Source: an optimization exercise on an open RTL-to-GDS flow (aim: small area and few clock cycles per item). Production flows keep margins and buffers that such runs may drop.
Only simulation tests tie the RTL to the original design; equivalence was not proved.
Power and IR drop assume default switching activity.

## ordered_list_store
module ordered_list_store (
   input  logic                          clock,
   input  logic                          reset,
   input  logic                          req_valid,
   output logic                          req_ready,
   input  logic        [OP_BITS-1:0]     req_operation,
   input  logic signed [VALUE_BITS-1:0]  req_value,
   input  logic signed [POS_BITS-1:0]    req_position,
   output logic                          rsp_valid,
   input  logic                          rsp_ready,
   output logic signed [VALUE_BITS-1:0]  rsp_result_word,
   output logic        [STATUS_BITS-1:0] rsp_status,
   output logic        [COUNT_BITS-1:0]  rsp_count
);
   localparam int D = 16;
   logic [4:0]  count_ff;
   logic [3:0]  ord   [D];
   logic [31:0] slot  [D];
   logic         rsp_valid_ff;
   logic [2:0]   rsp_status_ff;
   logic [D-1:0] rsp_vec_ff;
   logic         rsp_find;        
   logic        accept;
   assign req_ready = !rsp_valid_ff || rsp_ready;
   assign accept    = req_valid && req_ready;
   logic [2:0]  op;
   logic        is_ins, is_pop, is_popf, is_read, is_find;
   logic        full, empty;
   logic        pos_neg, pos_lt;      
   logic        ins_ok, pop_ok, read_ok;
   logic [4:0]  q;                    
   logic [3:0]  ridx;                 
   logic [3:0]  rslot;
   assign op      = req_operation;
   assign is_ins  = (op == 3'd0) || (op == 3'd2) || (op == 3'd4);
   assign is_pop  = (op == 3'd1) || (op == 3'd3);
   assign is_popf = (op == 3'd3);
   assign is_read = (op == 3'd5);
   assign is_find = (op == 3'd6);
   assign full    = count_ff[4];
   assign empty   = (count_ff == 5'd0);
   assign pos_neg = req_position[5];
   assign pos_lt  = pos_neg || ({1'b0, req_position[4:0]} < {1'b0, count_ff});
   always_comb begin
      ins_ok = 1'b0;
      q      = 5'd0;
      unique case (op)
         3'd0: begin q = count_ff; ins_ok = !full; end
         3'd2: begin q = 5'd0;     ins_ok = !full; end
         3'd4: begin
            q      = req_position[4:0] + 5'd1;
            ins_ok = !full && pos_lt && (!pos_neg || req_position == 6'h3f);
         end
         default: ;
      endcase
   end
  ...
export LEC_CHECK = 0
export CAP_MARGIN = 10
export CORE_MARGIN = 2
export CORE_UTILIZATION = 55
export GPL_TIMING_DRIVEN = 1
export PLACE_DENSITY = 0.8
export SLEW_MARGIN = 10
create_clock -name core_clock -period 6.0 [get_ports {clock}]
standard.sh (not shown) runs the stock make flow with config.mk's settings and CLKGATE_MAP_FILE= SYNTH_SCRIPT=/design/flow/synth_recipe.tcl, a recipe that flattens the netlist after the stock synthesis.
==> flow/flow/run.sh <==
#!/bin/bash
# Own layout flow: the standard flow (standard.sh) with three changes.
#  1. Synthesis is ORFS's own, run by standard.sh, with an area-oriented ABC
#     mapping script in place of the speed script (a copy of ORFS's scripts
#     folder with only abc_speed.script replaced); registers are unchanged.
#  2. Port buffers are buf_2 cells.
#  3. Repair buffers stop at buf_6 (buf_8 and up are not used).
#  4. The clock tree uses clkbuf_16 only, larger sink clusters and no dummy
#     loads.
# Each tool's output goes to the ORFS logs under orfs/logs and to the
# flow_*.log files here.
set -euo pipefail
cd "$(dirname "$0")/.."
W=$PWD
rm -rf "$W/scripts_area"
cp -r "$FLOW_HOME/scripts" "$W/scripts_area"
cat > "$W/scripts_area/abc_speed.script" <<'ABC'
&get -n
&st
&dch -f
&nf -p -R 1000 -C 32
&put
ABC
bash standard.sh SCRIPTS_DIR="$W/scripts_area" synth > flow_synth.log 2>&1
# The platform's don't-use cells, and the larger buffers.
DONT_USE="
  sky130_fd_sc_hd__probe_p_8 \
  sky130_fd_sc_hd__probec_p_8 \
  sky130_fd_sc_hd__lpflow_bleeder_1 \
  sky130_fd_sc_hd__lpflow_clkbufkapwr_1 \
  sky130_fd_sc_hd__lpflow_clkbufkapwr_16 \
  sky130_fd_sc_hd__lpflow_clkbufkapwr_2 \
  sky130_fd_sc_hd__lpflow_clkbufkapwr_4 \
  sky130_fd_sc_hd__lpflow_clkbufkapwr_8 \
  sky130_fd_sc_hd__lpflow_clkinvkapwr_1 \
  sky130_fd_sc_hd__lpflow_clkinvkapwr_16 \
  sky130_fd_sc_hd__lpflow_clkinvkapwr_2 \
  sky130_fd_sc_hd__lpflow_clkinvkapwr_4 \
  sky130_fd_sc_hd__lpflow_clkinvkapwr_8 \
  sky130_fd_sc_hd__lpflow_decapkapwr_12 \
  sky130_fd_sc_hd__lpflow_decapkapwr_3 \
  sky130_fd_sc_hd__lpflow_decapkapwr_4 \
  sky130_fd_sc_hd__lpflow_decapkapwr_6 \
  sky130_fd_sc_hd__lpflow_decapkapwr_8 \
  sky130_fd_sc_hd__lpflow_inputiso0n_1 \
  sky130_fd_sc_hd__lpflow_inputiso0p_1 \
  sky130_fd_sc_hd__lpflow_inputiso1n_1 \
  sky130_fd_sc_hd__lpflow_inputiso1p_1 \
  sky130_fd_sc_hd__lpflow_inputisolatch_1 \
  sky130_fd_sc_hd__lpflow_isobufsrc_1 \
  sky130_fd_sc_hd__lpflow_isobufsrc_16 \
  sky130_fd_sc_hd__lpflow_isobufsrc_2 \
  sky130_fd_sc_hd__lpflow_isobufsrc_4 \
  sky130_fd_sc_hd__lpflow_isobufsrc_8 \
  sky130_fd_sc_hd__lpflow_isobufsrckapwr_16 \
  sky130_fd_sc_hd__lpflow_lsbuf_lh_hl_isowell_tap_1 \
  sky130_fd_sc_hd__lpflow_lsbuf_lh_hl_isowell_tap_2 \
  sky130_fd_sc_hd__lpflow_lsbuf_lh_hl_isowell_tap_4 \
  sky130_fd_sc_hd__lpflow_lsbuf_lh_isowell_4 \
  sky130_fd_sc_hd__lpflow_lsbuf_lh_isowell_tap_1 \
  sky130_fd_sc_hd__lpflow_lsbuf_lh_isowell_tap_2 \
  sky130_fd_sc_hd__lpflow_lsbuf_lh_isowell_tap_4 \
  sky130_fd_sc_hd__buf_8 \
  sky130_fd_sc_hd__buf_12 \
  sky130_fd_sc_hd__buf_16 \
  sky130_fd_sc_hd__bufbuf_8 \
  sky130_fd_sc_hd__bufbuf_16"
bash standard.sh \
  "DONT_USE_CELLS=$(echo $DONT_USE)" \
  "CTS_ARGS=-sink_clustering_enable -repair_clock_nets -dont_use_dummy_load -buf_list sky130_fd_sc_hd__clkbuf_16 -sink_clustering_size 30 -sink_clustering_max_diameter 80" \
  "BUFFER_PORTS_ARGS=-buffer_cell sky130_fd_sc_hd__buf_2" \
  finish > flow_layout.log 2>&1
Testbench counts at the start, summed over its fixed seeds: cycles 16,008, items 16,000.
Edit:
--- a/flow/config.mk
+++ b/flow/config.mk
@@ -10 +10 @@
-export CORE_UTILIZATION = 55
+export CORE_UTILIZATION = 40
@@ -12 +12 @@
-export PLACE_DENSITY = 0.8
+export PLACE_DENSITY = 0.85
Effect:
- The changed run produced a clean layout
- first-iteration DRC count went up by 23%
- power falls by 1.0%
- utilization fell by 16 points
- area after synthesis stays the same
- via count is about the same
- routed wire length went down by 2.7%
- design area rose by 1.1%
- die area rose by 37%
- count of clock-buffer cells in the layout goes down by 2
- hold slack improved by 0.031 ns
Edit:
--- a/flow/flow/run.sh
+++ b/flow/flow/run.sh
@@ -19,0 +20,3 @@
+&syn2
+&if -g -K 6
+&synch2
@@ -21 +24,7 @@
-&nf -p -R 1000 -C 32
+&nf -a -R 1000
+&put
+strash
+&get -n
+&st
+&dch -f
+&nf -a -R 1000
@@ -70 +79 @@
-  "CTS_ARGS=-sink_clustering_enable -repair_clock_nets -dont_use_dummy_load -buf_list sky130_fd_sc_hd__clkbuf_16 -sink_clustering_size 30 -sink_clustering_max_diameter 80" \
+  "CTS_ARGS=-sink_clustering_enable -repair_clock_nets -dont_use_dummy_load -buf_list sky130_fd_sc_hd__clkbuf_16 -sink_clustering_size 25 -sink_clustering_max_diameter 70" \
--- a/flow/config.mk
+++ b/flow/config.mk
@@ -12 +12 @@
-export PLACE_DENSITY = 0.85
+export PLACE_DENSITY = 0.8
The new run completed, yet does not pass: capacitance limit.
Final cell count is higher by 0.79%.
Maximum frequency is higher by 1.0%.
Utilization stays flat.
Worst setup slack is better by 0.059 ns.
Clock power is higher by about 7%.
Sequential power is lower by about 1%.
Die area hardly moves.
Clock-buffer cell count is higher by 2.
Hold slack is worse by 0.022 ns.
Edit:
--- a/flow/flow/run.sh
+++ b/flow/flow/run.sh
@@ -18,9 +17,0 @@
-&get -n
-&st
-&syn2
-&if -g -K 6
-&synch2
-&dch -f
-&nf -a -R 1000
-&put
-strash
@@ -79 +70 @@
-  "CTS_ARGS=-sink_clustering_enable -repair_clock_nets -dont_use_dummy_load -buf_list sky130_fd_sc_hd__clkbuf_16 -sink_clustering_size 25 -sink_clustering_max_diameter 70" \
+  "CTS_ARGS=-sink_clustering_enable -repair_clock_nets -dont_use_dummy_load -buf_list sky130_fd_sc_hd__clkbuf_16 -sink_clustering_size 24 -sink_clustering_max_diameter 60" \
After rerunning: The changed run passed the timing, design-rule and antenna checks; wire length falls by 14%; utilization rose by 0.51 points; global-route usage came out lower by 3.8 points; count of clock-buffer cells in the layout goes up by 12; final area rose by about 1.3%; via count fell by 5.7%.

[afterwards: timing with drivers on the ports]
In the flow no input, the clock included, has a driving cell. The finished layouts below were timed again as built, in two steps.
Step 1, drivers: a clkbuf_16 drives clock and a buf_2 each remaining input, both assumed.
Step 2 times the ports against the registers' clock, not the clock port: input delays grow and output delays shrink by t, the midpoint of the rising clock arrivals with the driver on.
a / b / c = no drivers / after step 1 / after step 2; a / b = the first two.
run | t, ns | setup WS [ns] | hold WS [ns] | slew at the worst register clock pin (ns) | pins driven straight from the clock port
the first run | 0.680 | 0.177 / 0.113 / 0.793 | 0.515 / 0.515 / 0.515 | 0.11 / 0.11 | 1
the second run | 0.651 | 0.136 / 0.071 / 0.722 | 0.545 / 0.545 / 0.545 | 0.12 / 0.12 | 1
the third run | 0.699 | 0.194 / 0.127 / 0.151 | 0.524 / 0.524 / 0.524 | 0.11 / 0.11 | 1
the fourth run | 0.651 | 0.254 / 0.187 / 0.839 | 0.533 / 0.533 / 0.533 | 0.10 / 0.10 | 1
The setup slack of the third run, which loses most, moves by -0.067 ns with the drivers and by -0.043 ns with both steps.
